From an optimization exercise on the open Yosys and OpenROAD flow, aimed at small area; shortcuts taken in it are not production practice. Where RTL was checked, it was by simulation tests only, not by an equivalence proof against the original. Power and IR drop assume default switching activity.

Design cfi_log_queue, start of the top module:
module cfi_log_queue
#(
  parameter int unsigned NR_COMMIT_PORTS = 2,
  parameter int unsigned DEPTH           = ariane_pkg::CFI_LOG_DEPTH
) (
  input  logic                       clk_i,
  input  logic                       rst_i,
  input  logic [NR_COMMIT_PORTS*(32+3*ariane_pkg::VLEN)-1:0] log_i,
  input  logic [NR_COMMIT_PORTS-1:0] log_valid_i,
  output logic [(32+3*ariane_pkg::VLEN)-1:0] log_o,
  output logic                       log_valid_o,
  input  logic                       log_ready_i,
  output logic                       stall_o,
  output logic                       overflow_o,
  output logic [ariane_pkg::DROP_CNT_W-1:0] drop_cnt_o,
  input  logic                       clear_i
);
Size in the first run: about 1,800 flip-flops, ~68,000 µm² of cells after synthesis.
clock: 6.0 ns
lec_check: 0
cap_margin: 20
core_margin: 2
core_utilization: 70
place_density: 0.85
slew_margin: 20
synth_hierarchical: 1
synth_minimum_keep_size: 0
standard.sh (not shown) runs the stock make flow with config.mk's settings and CLKGATE_MAP_FILE= SYNTH_SCRIPT=/design/flow/synth_recipe.tcl, a recipe that flattens the netlist after the stock synthesis.
==> flow/flow/run.sh <==
#!/bin/bash
# Layout flow: the standard ORFS flow (standard.sh, unchanged synthesis), with
#  - port buffers made of the smallest buffer cell (buf_1) instead of clkdlybuf4s50_1,
#  - a clock tree whose leaf buffers are clkbuf_8 driving clusters of up to 20 flip-flops within 60 um,
#    with clkbuf_16 for the root and the trunk, and no dummy loads.
# make's full output goes to make.log here; each ORFS step's full log is in orfs/logs/.
set -euo pipefail
CTS="-sink_clustering_enable -repair_clock_nets -dont_use_dummy_load"
CTS="$CTS -sink_buffer_max_cap_derate 1.0"
CTS="$CTS -root_buf sky130_fd_sc_hd__clkbuf_16 -tree_buf sky130_fd_sc_hd__clkbuf_16"
CTS="$CTS -buf_list sky130_fd_sc_hd__clkbuf_8 -sink_clustering_buffer sky130_fd_sc_hd__clkbuf_8"
CTS="$CTS -sink_clustering_size 20 -sink_clustering_max_diameter 60"
bash standard.sh \
  "BUFFER_PORTS_ARGS=-buffer_cell sky130_fd_sc_hd__buf_1" \
  "CTS_ARGS=$CTS" \
  finish > make.log 2>&1
The starting point finished clean.
Rerun with:
--- a/flow/flow/run.sh
+++ b/flow/flow/run.sh
@@ -4 +4 @@
-#  - a clock tree whose leaf buffers are clkbuf_8 driving clusters of up to 20 flip-flops within 60 um,
+#  - a clock tree whose leaf buffers are clkbuf_8 driving clusters of up to 20 flip-flops,
@@ -12 +12 @@
-CTS="$CTS -sink_clustering_size 20 -sink_clustering_max_diameter 60"
+CTS="$CTS -sink_clustering_size 20 -sink_clustering_max_diameter 40"
CORE_UTILIZATION = 50   (was 70)
PLACE_DENSITY = default   (was 0.85)
After rerunning:
- synthesized cell count stays the same
- power climbs by 5.4%
- routed wire length rose by 6.3%
- sequential power stays flat

* * *

The RTL this note starts from:
==> flow/design.v <==
package ariane_pkg;
  localparam int unsigned VLEN          = 64;
  localparam int unsigned CFI_LOG_DEPTH = 8;
  localparam int unsigned DROP_CNT_W    = 16;
  typedef struct packed {
    logic [31:0]     instr;
    logic [VLEN-1:0] addr_pc;
    logic [VLEN-1:0] addr_npc;
    logic [VLEN-1:0] addr_target;
  } cfi_log_t;
endpackage
module cfi_log_queue
#(
  parameter int unsigned NR_COMMIT_PORTS = 2,
  parameter int unsigned DEPTH           = ariane_pkg::CFI_LOG_DEPTH
) (
  input  logic                       clk_i,
  input  logic                       rst_i,
  input  logic [NR_COMMIT_PORTS*(32+3*ariane_pkg::VLEN)-1:0] log_i,
  input  logic [NR_COMMIT_PORTS-1:0] log_valid_i,
  output logic [(32+3*ariane_pkg::VLEN)-1:0] log_o,
  output logic                       log_valid_o,
  input  logic                       log_ready_i,
  output logic                       stall_o,
  output logic                       overflow_o,
  output logic [ariane_pkg::DROP_CNT_W-1:0] drop_cnt_o,
  input  logic                       clear_i
);
  localparam int unsigned LW = 32 + 3*ariane_pkg::VLEN;
  localparam int unsigned DW = ariane_pkg::DROP_CNT_W;
  logic [2:0]    rd_ptr_q, wr_ptr_q, wr_ptr_p1;
  logic [3:0]    count_q;
  logic          full, seven;
  logic          acc0, acc1, first, second, pop;
  logic [1:0]    n_drop;
  logic [7:0]    we, rd_sel;
  logic [LW-1:0] d_even, d_odd;
  logic [DW-1:0] drop_cnt_q, drop_base;
  logic [DW:0]   drop_sum;
  logic          overflow_q;
  logic [LW-1:0] mem_q [8];
  assign full   = count_q[3];
  assign seven  = (count_q == 4'd7);
  assign acc0   = log_valid_i[0] && !full;
  assign acc1   = log_valid_i[1] && !full && !(seven && log_valid_i[0]);
  assign first  = acc0 || acc1;
  assign second = acc0 && acc1;
  assign n_drop = {1'b0, log_valid_i[0] && !acc0} + {1'b0, log_valid_i[1] && !acc1};
  assign pop    = (count_q != 4'd0) && log_ready_i;
  assign wr_ptr_p1 = wr_ptr_q + 3'd1;
  always_comb begin
    for (int k = 0; k < 8; k++) begin
      we[k]     = (first && wr_ptr_q == 3'(k)) || (second && wr_ptr_p1 == 3'(k));
      rd_sel[k] = (rd_ptr_q == 3'(k));
    end
  end
  assign d_even = (!wr_ptr_q[0] && log_valid_i[0]) ? log_i[0 +: LW] : log_i[LW +: LW];
  assign d_odd  = ( wr_ptr_q[0] && log_valid_i[0]) ? log_i[0 +: LW] : log_i[LW +: LW];
  assign drop_base = clear_i ? '0 : drop_cnt_q;
  assign drop_sum  = {1'b0, drop_base} + (DW+1)'(n_drop);
  always_ff @(posedge clk_i or posedge rst_i) begin
    if (rst_i) begin
      rd_ptr_q   <= '0;
      wr_ptr_q   <= '0;
      count_q    <= '0;
      drop_cnt_q <= '0;
      overflow_q <= 1'b0;
    end else begin
      rd_ptr_q   <= rd_ptr_q + 3'(pop);
      wr_ptr_q   <= wr_ptr_q + {1'b0, second, first ^ second};
      count_q    <= count_q + {2'b0, second, first ^ second} - 4'(pop);
      drop_cnt_q <= drop_sum[DW] ? '1 : drop_sum[DW-1:0];
      overflow_q <= (overflow_q && !clear_i) || (n_drop != 2'd0);
    end
  end
  always_ff @(posedge clk_i) begin
    for (int k = 0; k < 8; k += 2) begin
      if (we[k])   mem_q[k]   <= d_even;
      if (we[k+1]) mem_q[k+1] <= d_odd;
    end
  end
  for (genvar b = 0; b < LW; b++) begin : g_rd
    cfi_log_queue_rd_bit u_rd (
      .sel_i (rd_sel),
      .d_i   ({mem_q[7][b], mem_q[6][b], mem_q[5][b], mem_q[4][b],
               mem_q[3][b], mem_q[2][b], mem_q[1][b], mem_q[0][b]}),
      .q_o   (log_o[b])
    );
  end
  assign log_valid_o = (count_q != 4'd0);
  assign stall_o     = count_q[3] || seven;
  assign overflow_o  = overflow_q;
  assign drop_cnt_o  = drop_cnt_q;
endmodule
module cfi_log_queue_rd_bit (
  input  logic [7:0] sel_i,
  input  logic [7:0] d_i,
  output logic       q_o
);
  assign q_o = |(sel_i & d_i);
endmodule
export LEC_CHECK = 0
export CAP_MARGIN = 20
export CORE_MARGIN = 2
export CORE_UTILIZATION = 50
export SLEW_MARGIN = 20
export SYNTH_HIERARCHICAL = 1
export SYNTH_MINIMUM_KEEP_SIZE = 0
create_clock -name core_clock -period 6.0 [get_ports {clk_i}]
==> flow/flow/run.sh <==
#!/bin/bash
# Layout flow: the standard ORFS flow (standard.sh, unchanged synthesis), with
#  - port buffers made of the smallest buffer cell (buf_1) instead of clkdlybuf4s50_1,
#  - a clock tree whose leaf buffers are clkbuf_8 driving clusters of up to 24 flip-flops,
#    with clkbuf_16 for the root and the trunk, and no dummy loads,
#  - power (area) recovery on non-critical cells after global routing.
# make's full output goes to make.log here; each ORFS step's full log is in orfs/logs/.
set -euo pipefail
CTS="-sink_clustering_enable -repair_clock_nets -dont_use_dummy_load"
CTS="$CTS -sink_buffer_max_cap_derate 1.0"
CTS="$CTS -root_buf sky130_fd_sc_hd__clkbuf_16 -tree_buf sky130_fd_sc_hd__clkbuf_16"
CTS="$CTS -buf_list sky130_fd_sc_hd__clkbuf_8 -sink_clustering_buffer sky130_fd_sc_hd__clkbuf_8"
CTS="$CTS -sink_clustering_size 24 -sink_clustering_max_diameter 50"
bash standard.sh \
  "BUFFER_PORTS_ARGS=-buffer_cell sky130_fd_sc_hd__buf_1" \
  "CTS_ARGS=$CTS" \
  RECOVER_POWER=100 \
  finish > make.log 2>&1
The starting point finished but fails on capacitance limit, slew limit.
Rerun with:
==> flow/run.sh (new file) <==
#!/bin/bash
# synth_recipe.tcl (not shown) runs the flow's synth.tcl, then flattens the netlist and writes it again
# the make line also repeats each setting of config.mk as NAME=value (left out here)
make -C /OpenROAD-flow-scripts/flow DESIGN_CONFIG=/design/flow/config.mk WORK_HOME=/design/flow/orfs CLKGATE_MAP_FILE= SYNTH_SCRIPT=/design/flow/synth_recipe.tcl finish
removed: flow/flow/run.sh
removed: flow/standard.sh
=> This time the run finished with timing, DRC and antenna clean; worst setup slack gains 160 ps; power climbs by about a fifth; sequential share of layout area drops by 6.9 points; hold slack stays flat; register-to-register slack gains 1900 ps.
Rerun with:
CTS_BUF_LIST = sky130_fd_sc_hd__clkbuf_4   (was not set)
CTS_CLUSTER_SIZE = 30   (was not set)
Utilization barely changes.
Setup slack loses 460 ps.
First-iteration DRC count goes up by 1.8%.
Clock skew increases by 76 ps.
Sequential power hardly moves.
Wire length goes up by 1.0%.
Power went down by 1.5%.
Worst hold slack degrades by 250 ps.
Function was not checked in any run of this note: the RTL went through the layout flow alone.

## afterwards: timing with drivers on the ports
No port has a modelled driver above. Below, the same layouts with a new extraction and two added sets of constraints. Step 1, drivers: a clkbuf_16 drives clk_i and a buf_2 each remaining input, both assumed. Step 2 adds t to the input delays and takes it off the output delays; t is the mean of the earliest and latest rising clock arrival at the registers after step 1. Input paths then give back, and output paths get back, about the clock's delay inside the block. Three values: ideal ports, drivers, drivers and shift; two values: the first two.
| run | t (ns) | slack for setup (ns) | worst setup path at the end | worst data-port slew with drivers (ns) |
|---|---|---|---|---|
| the first run of note 1 | 0.730 | 1.230 / 1.160 / 1.765 | input to register | 0.19 |
| the second run of note 1 | 0.827 | 1.126 / 1.047 / 1.725 | input to register | 0.18 |
| the first run of note 2 | 0.796 | 0.780 / 0.785 / 0.035 | input to register | 0.16 |
| the second run of note 2 | 0.877 | 0.943 / 0.863 / 1.474 | input to register | 0.15 |
| the third run of note 2 | 1.340 | 0.488 / 0.412 / 1.413 | input to register | 0.14 |
The setup slack of the first run of note 2, which loses most, moves by +0.005 ns with the drivers and by -0.745 ns with both steps.
